From an optimization exercise on the open Yosys and OpenROAD flow, aimed at small area; shortcuts taken in it are not production practice. The RTL was checked by simulation tests, not by an equivalence proof against the original design. Power figures rest on the tool's default switching activity, not on a simulated workload.

==> run a <==
==> flow/design.v <==
package reg_file_ab_pkg;
  localparam int REG_ZERO = 0;
  localparam int REG_SP   = 29;
  localparam int REG_RA   = 31;
  localparam int unsigned SP_RESET_DEFAULT = 227;
endpackage
module rf_ao22 (
  input  logic q,
  input  logic hold,
  input  logic d,
  input  logic load,
  output logic y
);
  assign y = (q & hold) | (d & load);
endmodule
module rf_aoi222 (
  input  logic s0,
  input  logic d0,
  input  logic s1,
  input  logic d1,
  input  logic s2,
  input  logic d2,
  output logic y_n
);
  assign y_n = ~((s0 & d0) | (s1 & d1) | (s2 & d2));
endmodule
module rf_ao222 (
  input  logic s0,
  input  logic d0,
  input  logic s1,
  input  logic d1,
  input  logic s2,
  input  logic d2,
  output logic y
);
  assign y = (s0 & d0) | (s1 & d1) | (s2 & d2);
endmodule
module reg_file_ab #(
  parameter int          DATA_W   = 32,
  parameter int          ADDR_W   = 5,
  parameter int unsigned SP_RESET = reg_file_ab_pkg::SP_RESET_DEFAULT
) (
  input  logic              clk,
  input  logic              reset,
  input  logic              reg_write,
  input  logic [ADDR_W-1:0] write_reg,
  input  logic [DATA_W-1:0] write_data,
  input  logic [ADDR_W-1:0] read_reg1,
  input  logic [ADDR_W-1:0] read_reg2,
  input  logic              load_ab,
  output logic [DATA_W-1:0] read_data1,
  output logic [DATA_W-1:0] read_data2,
  output logic [DATA_W-1:0] a_out,
  output logic [DATA_W-1:0] b_out
);
  localparam int NREGS  = 2 ** ADDR_W;
  localparam int NGRP   = (NREGS - 1) / 3;       
  localparam int REG_SP = reg_file_ab_pkg::REG_SP;
  localparam logic [DATA_W-1:0] SP_VAL = DATA_W'(SP_RESET);
  logic [DATA_W-1:0] regs   [NREGS];
  logic [DATA_W-1:0] regs_d [NREGS];
  logic [NREGS-1:0]  valid;
  logic [NREGS-1:0]  we, hold;
  logic [NREGS-1:0]  sel1, sel2;
  logic              sp_rst1, sp_rst2;
  logic [DATA_W-1:0] grp1_n [NGRP];
  logic [DATA_W-1:0] grp2_n [NGRP];
  logic              wr_en;
  logic              byp1, byp2;
  logic              a_w, a_r, b_w, b_r, ab_h;
  logic [DATA_W-1:0] a_d, b_d;
  assign wr_en = reg_write && (write_reg != ADDR_W'(reg_file_ab_pkg::REG_ZERO));
  always_comb begin
    for (int i = 0; i < NREGS; i++) begin
      we[i]   = (i != reg_file_ab_pkg::REG_ZERO) && reg_write && (write_reg == ADDR_W'(i));
      hold[i] = !we[i];
      sel1[i] = valid[i] && (read_reg1 == ADDR_W'(i));
      sel2[i] = valid[i] && (read_reg2 == ADDR_W'(i));
    end
  end
  assign sp_rst1 = !valid[REG_SP] && (read_reg1 == ADDR_W'(REG_SP));
  assign sp_rst2 = !valid[REG_SP] && (read_reg2 == ADDR_W'(REG_SP));
  always_ff @(posedge clk or negedge reset) begin
    if (!reset) begin
      valid <= '0;
    end else begin
      valid <= valid | we;
    end
  end
  for (genvar i = 1; i < NREGS; i++) begin : g_reg
    for (genvar b = 0; b < DATA_W; b++) begin : g_bit
      rf_ao22 u_nx (
        .q    (regs[i][b]),
        .hold (hold[i]),
        .d    (write_data[b]),
        .load (we[i]),
        .y    (regs_d[i][b])
      );
    end
    always_ff @(posedge clk) regs[i] <= regs_d[i];
  end
  for (genvar g = 0; g < NGRP; g++) begin : g_grp
    for (genvar b = 0; b < DATA_W; b++) begin : g_bit
      rf_aoi222 u_r1 (
        .s0 (sel1[3*g+1]), .d0 (regs[3*g+1][b]),
        .s1 (sel1[3*g+2]), .d1 (regs[3*g+2][b]),
        .s2 (sel1[3*g+3]), .d2 (regs[3*g+3][b]),
        .y_n (grp1_n[g][b])
      );
      rf_aoi222 u_r2 (
        .s0 (sel2[3*g+1]), .d0 (regs[3*g+1][b]),
        .s1 (sel2[3*g+2]), .d1 (regs[3*g+2][b]),
        .s2 (sel2[3*g+3]), .d2 (regs[3*g+3][b]),
        .y_n (grp2_n[g][b])
      );
    end
  end
  always_comb begin
    read_data1 = ({DATA_W{sel1[NREGS-1]}} & regs[NREGS-1]) | ({DATA_W{sp_rst1}} & SP_VAL);
    read_data2 = ({DATA_W{sel2[NREGS-1]}} & regs[NREGS-1]) | ({DATA_W{sp_rst2}} & SP_VAL);
    for (int g = 0; g < NGRP; g++) begin
      read_data1 = read_data1 | ~grp1_n[g];
      read_data2 = read_data2 | ~grp2_n[g];
    end
  end
  assign byp1 = wr_en && (write_reg == read_reg1);
  assign byp2 = wr_en && (write_reg == read_reg2);
  assign a_w  = load_ab && byp1;
  assign a_r  = load_ab && !byp1;
  assign b_w  = load_ab && byp2;
  assign b_r  = load_ab && !byp2;
  assign ab_h = !load_ab;
  for (genvar b = 0; b < DATA_W; b++) begin : g_ab
    rf_ao222 u_a (
      .s0 (a_w), .d0 (write_data[b]),
      .s1 (a_r), .d1 (read_data1[b]),
      .s2 (ab_h), .d2 (a_out[b]),
      .y  (a_d[b])
    );
    rf_ao222 u_b (
      .s0 (b_w), .d0 (write_data[b]),
      .s1 (b_r), .d1 (read_data2[b]),
      .s2 (ab_h), .d2 (b_out[b]),
      .y  (b_d[b])
    );
  end
  always_ff @(posedge clk or negedge reset) begin
    if (!reset) begin
      a_out <= '0;
      b_out <= '0;
    end else begin
      a_out <= a_d;
      b_out <= b_d;
    end
  end
endmodule
==> flow/flow/run.sh <==
#!/bin/bash
# Own flow: the standard ORFS layout, except that synthesis maps logic with an
# area-oriented ABC script (see synth.tcl). Each step's output goes to its own
# log file in the work folder.
set -euo pipefail
W=$(pwd)
F=$W/flow
export OWN_ABC_SCRIPT=$F/area.abc
# Same make command as standard.sh, with our synthesis script in place of synth_recipe.tcl.
sed "s#$W/synth_recipe.tcl#$F/synth.tcl#g" standard.sh > own_synth.sh
grep -q "$F/synth.tcl" own_synth.sh
bash own_synth.sh synth > synth.log 2>&1
# Floorplan to final layout, as standard.sh does it (synthesis is already up to date).
bash standard.sh > layout.log 2>&1
test -f out/final.def
==> flow/flow/area.abc <==
strash
dch
amap
topo
stime -c
==> flow/flow/synth.tcl <==
# synth_recipe.tcl with one change: abc maps with an area-oriented script
# (flow/area.abc) instead of ORFS's delay-first one. Everything else, and so
# every register and its name, is as in the standard synthesis.
proc synth {args} { yosys synth -nofsm -noshare {*}$args }
proc abc {args} {
  set i [lsearch -exact $args -script]
  if { $i >= 0 } {
    lset args [expr {$i + 1}] $::env(OWN_ABC_SCRIPT)
  }
  yosys abc {*}$args
}
source $::env(SCRIPTS_DIR)/synth.tcl
# left out here: clear keep_hierarchy, flatten, clean up, hide names made inside functions, write 1_2_yosys.v
==> flow/standard.sh <==
#!/bin/bash
# synth_recipe.tcl (not shown) runs the flow's synth.tcl, then flattens the netlist and writes it again
# the make line also repeats each setting of config.mk as NAME=value (left out here)
make -C /OpenROAD-flow-scripts/flow DESIGN_CONFIG=/design/flow/config.mk WORK_HOME=/design/flow/orfs CLKGATE_MAP_FILE= SYNTH_SCRIPT=/design/flow/synth_recipe.tcl "${@:-finish}"
==> flow/config.mk <==
export PLATFORM = sky130hd
export DESIGN_NAME = reg_file_ab
export DESIGN_NICKNAME = reg_file_ab
export VERILOG_FILES = /design/flow/design.v
export SDC_FILE = /design/flow/constraint.sdc
export NUM_CORES = 4
export LEC_CHECK = 0
export ABC_AREA = 1
export CAP_MARGIN = 20
export CORE_MARGIN = 2
export CORE_UTILIZATION = 40
export SETUP_SLACK_MARGIN = 0.2
export SLEW_MARGIN = 20
export SYNTH_HIERARCHICAL = 1
==> flow/constraint.sdc <==
create_clock -name core_clock -period 7.0 [get_ports {clk}]
set_input_delay 1.4000 -clock core_clock [delete_from_list [all_inputs] [get_ports {clk}]]
set_output_delay 1.4000 -clock core_clock [all_outputs]
set_load 0.01 [all_outputs]
==> run b: changes against run a <==
--- a/flow/design.v
+++ b/flow/design.v
@@ -26,2 +26,23 @@
 endmodule
+module rf_aoi21 (
+  input  logic s,
+  input  logic d,
+  input  logic c,
+  output logic y_n
+);
+  assign y_n = ~((s & d) | c);
+endmodule
+module rf_nand2 (
+  input  logic s,
+  input  logic d,
+  output logic y_n
+);
+  assign y_n = ~(s & d);
+endmodule
+module rf_or11n (
+  input  logic [10:0] a_n,
+  output logic        y
+);
+  assign y = ~&a_n;
+endmodule
 module rf_ao222 (
@@ -36,2 +57,24 @@
   assign y = (s0 & d0) | (s1 & d1) | (s2 & d2);
+endmodule
+module rf_and3 (
+  input  logic a,
+  input  logic b,
+  input  logic c,
+  output logic y
+);
+  assign y = a & b & c;
+endmodule
+module rf_and2 (
+  input  logic a,
+  input  logic b,
+  output logic y
+);
+  assign y = a & b;
+endmodule
+module rf_nand2d (
+  input  logic a,
+  input  logic b,
+  output logic y_n
+);
+  assign y_n = ~(a & b);
 endmodule
@@ -59,2 +102,3 @@
   localparam logic [DATA_W-1:0] SP_VAL = DATA_W'(SP_RESET);
+  typedef logic [NGRP:0] part_t;
   logic [DATA_W-1:0] regs   [NREGS];
@@ -65,4 +109,4 @@
   logic              sp_rst1, sp_rst2;
-  logic [DATA_W-1:0] grp1_n [NGRP];
-  logic [DATA_W-1:0] grp2_n [NGRP];
+  part_t             part1_n [DATA_W];
+  part_t             part2_n [DATA_W];
   logic              wr_en;
@@ -72,12 +116,28 @@
   assign wr_en = reg_write && (write_reg != ADDR_W'(reg_file_ab_pkg::REG_ZERO));
+  logic [3:0] r1_lo, r2_lo, w_lo;
+  logic [7:0] r1_hi, r2_hi, w_hi;
   always_comb begin
-    for (int i = 0; i < NREGS; i++) begin
-      we[i]   = (i != reg_file_ab_pkg::REG_ZERO) && reg_write && (write_reg == ADDR_W'(i));
-      hold[i] = !we[i];
-      sel1[i] = valid[i] && (read_reg1 == ADDR_W'(i));
-      sel2[i] = valid[i] && (read_reg2 == ADDR_W'(i));
-    end
-  end
-  assign sp_rst1 = !valid[REG_SP] && (read_reg1 == ADDR_W'(REG_SP));
-  assign sp_rst2 = !valid[REG_SP] && (read_reg2 == ADDR_W'(REG_SP));
+    for (int j = 0; j < 4; j++) begin
+      r1_lo[j] = (read_reg1[1:0] == 2'(j));
+      r2_lo[j] = (read_reg2[1:0] == 2'(j));
+      w_lo[j]  = (write_reg[1:0] == 2'(j));
+    end
+    for (int k = 0; k < 8; k++) begin
+      r1_hi[k] = (read_reg1[ADDR_W-1:2] == 3'(k));
+      r2_hi[k] = (read_reg2[ADDR_W-1:2] == 3'(k));
+      w_hi[k]  = reg_write && (write_reg[ADDR_W-1:2] == 3'(k));
+    end
+  end
+  assign we[0]   = 1'b0;
+  assign hold[0] = 1'b1;
+  assign sel1[0] = 1'b0;
+  assign sel2[0] = 1'b0;
+  for (genvar i = 1; i < NREGS; i++) begin : g_dec
+    rf_and2  u_we (.a (w_hi[i/4]), .b (w_lo[i%4]), .y (we[i]));
+    rf_nand2d u_hd (.a (w_hi[i/4]), .b (w_lo[i%4]), .y_n (hold[i]));
+    rf_and3  u_s1 (.a (valid[i]), .b (r1_hi[i/4]), .c (r1_lo[i%4]), .y (sel1[i]));
+    rf_and3  u_s2 (.a (valid[i]), .b (r2_hi[i/4]), .c (r2_lo[i%4]), .y (sel2[i]));
+  end
+  assign sp_rst1 = !valid[REG_SP] && r1_hi[REG_SP/4] && r1_lo[REG_SP%4];
+  assign sp_rst2 = !valid[REG_SP] && r2_hi[REG_SP/4] && r2_lo[REG_SP%4];
   always_ff @(posedge clk or negedge reset) begin
@@ -101,4 +161,4 @@
   end
-  for (genvar g = 0; g < NGRP; g++) begin : g_grp
-    for (genvar b = 0; b < DATA_W; b++) begin : g_bit
+  for (genvar b = 0; b < DATA_W; b++) begin : g_rd
+    for (genvar g = 0; g < NGRP; g++) begin : g_grp
       rf_aoi222 u_r1 (
@@ -107,3 +167,3 @@
         .s2 (sel1[3*g+3]), .d2 (regs[3*g+3][b]),
-        .y_n (grp1_n[g][b])
+        .y_n (part1_n[b][g])
       );
@@ -113,13 +173,14 @@
         .s2 (sel2[3*g+3]), .d2 (regs[3*g+3][b]),
-        .y_n (grp2_n[g][b])
+        .y_n (part2_n[b][g])
       );
     end
-  end
-  always_comb begin
-    read_data1 = ({DATA_W{sel1[NREGS-1]}} & regs[NREGS-1]) | ({DATA_W{sp_rst1}} & SP_VAL);
-    read_data2 = ({DATA_W{sel2[NREGS-1]}} & regs[NREGS-1]) | ({DATA_W{sp_rst2}} & SP_VAL);
-    for (int g = 0; g < NGRP; g++) begin
-      read_data1 = read_data1 | ~grp1_n[g];
-      read_data2 = read_data2 | ~grp2_n[g];
-    end
+    if (SP_VAL[b]) begin : g_sp
+      rf_aoi21 u_l1 (.s (sel1[NREGS-1]), .d (regs[NREGS-1][b]), .c (sp_rst1), .y_n (part1_n[b][NGRP]));
+      rf_aoi21 u_l2 (.s (sel2[NREGS-1]), .d (regs[NREGS-1][b]), .c (sp_rst2), .y_n (part2_n[b][NGRP]));
+    end else begin : g_nsp
+      rf_nand2 u_l1 (.s (sel1[NREGS-1]), .d (regs[NREGS-1][b]), .y_n (part1_n[b][NGRP]));
+      rf_nand2 u_l2 (.s (sel2[NREGS-1]), .d (regs[NREGS-1][b]), .y_n (part2_n[b][NGRP]));
+    end
+    rf_or11n u_o1 (.a_n (part1_n[b]), .y (read_data1[b]));
+    rf_or11n u_o2 (.a_n (part2_n[b]), .y (read_data2[b]));
   end
==> flow/flow/run.sh (replaced) <==
#!/bin/bash
# Own flow: the standard ORFS layout with three changes, each step's output in
# its own log file in the work folder:
#  - synthesis maps logic with an area-oriented ABC script (synth.tcl,
#    area.abc); registers and their names are as in the standard synthesis;
#  - ports are buffered with the smallest buffer, buf_1;
#  - clock tree: clkbuf_16 over clusters of up to 24 sinks, with no
#    dummy loads.
set -euo pipefail
W=$(pwd)
F=$W/flow
export OWN_ABC_SCRIPT=$F/area.abc
# Same make command as standard.sh, with our synthesis script in place of synth_recipe.tcl.
sed "s#$W/synth_recipe.tcl#$F/synth.tcl#g" standard.sh > own_synth.sh
grep -q "$F/synth.tcl" own_synth.sh
bash own_synth.sh synth > synth.log 2>&1
# Floorplan to final layout, as standard.sh does it (synthesis is already up to date).
bash standard.sh \
  "BUFFER_PORTS_ARGS=-buffer_cell sky130_fd_sc_hd__buf_1" \
  "CTS_ARGS=-sink_clustering_enable -repair_clock_nets -dont_use_dummy_load -buf_list {sky130_fd_sc_hd__clkbuf_16} -sink_clustering_size 24 -sink_clustering_max_diameter 80" \
  finish > layout.log 2>&1
test -f out/final.def
==> flow/flow/synth.tcl (replaced) <==
proc synth {args} { yosys synth -nofsm -noshare {*}$args }
proc abc {args} {
  set i [lsearch -exact $args -script]
  if { $i >= 0 } {
    lset args [expr {$i + 1}] $::env(OWN_ABC_SCRIPT)
  }
  yosys abc {*}$args
}
source $::env(SCRIPTS_DIR)/synth.tcl
foreach {mod from to} {
  rf_and3   sky130_fd_sc_hd__and3_1  sky130_fd_sc_hd__and3_2
  rf_and2   sky130_fd_sc_hd__and2_0  sky130_fd_sc_hd__and2_2
  rf_and2   sky130_fd_sc_hd__and2_1  sky130_fd_sc_hd__and2_2
  rf_nand2d sky130_fd_sc_hd__nand2_1 sky130_fd_sc_hd__nand2_2
} {
  yosys chtype -map $from $to $mod
}
# left out here: clear keep_hierarchy, flatten, clean up, hide names made inside functions, write 1_2_yosys.v
Settings changed: CORE_UTILIZATION 40 to 60.
==> qor summary <==
item	run a	run b
Maximum number of pins on one net before global-route repair	62	63
Net Sw Power	4.72 mW	4.16 mW
Destination of the worst hold path	regs[31][23]	valid[21]
P_comb	2.46 mW	2.11 mW
Tightest Pin Transition	1.22 ns	1.29 ns
Period utilization	97.5%	87.7%
Rel. slew slack	17.9%	14.1%
Post-route clock skew	0.0248 ns	0.0531 ns
Area fraction in compound gates after synthesis	39.2%	38.5%
Clock network power	6.24 mW	3.34 mW
Worst path depth	10	9
Placed instance area	47300 um2	43600 um2
Non-filler cells, final	5408	4574
Number of design-rule violations left by the first detailed-router iteration	10200	14600
Result of the run	finished clean	finished clean
Met3 GRT Util	10.4%	24.2%
Max layer used	met4	met5
Origin of the worst min-delay path	regs[31][23]	valid[21]
Simple-gate share of the synthesized area	5.48%	6.74%
Power density over the cells	333 nW/um2	310 nW/um2
Setup slack of the most critical reg-to-reg path	3.84 ns	3.49 ns
Pre-CTS worst setup slack	0.427 ns	1.29 ns

==> separate check: timing with driven ports <==
Ports are ideal in the flow. The routed layouts listed here were re-timed in OpenROAD.
Step 1, drivers: a clkbuf_16 drives clk and a buf_2 each remaining input, both assumed.
Step 2 moves the port delays by t, midway between the first and last clock arrival at a register: inputs arrive t later, outputs are due t later. That takes back most of the time a late clock gives input paths.
Three values: no drivers, after step 1, after step 2; two values: the first two.
run	t (ns)	setup WS [ns]	clock arrival spread, ns
run a	0.768	0.173 / 0.131 / 0.131	0.027 / 0.028
run b	0.730	0.858 / 0.825 / 0.825	0.055 / 0.056
After both steps every run listed still meets setup and hold. The setup slack of run a, which loses most, moves by -0.042 ns with the drivers and by -0.042 ns with both steps.
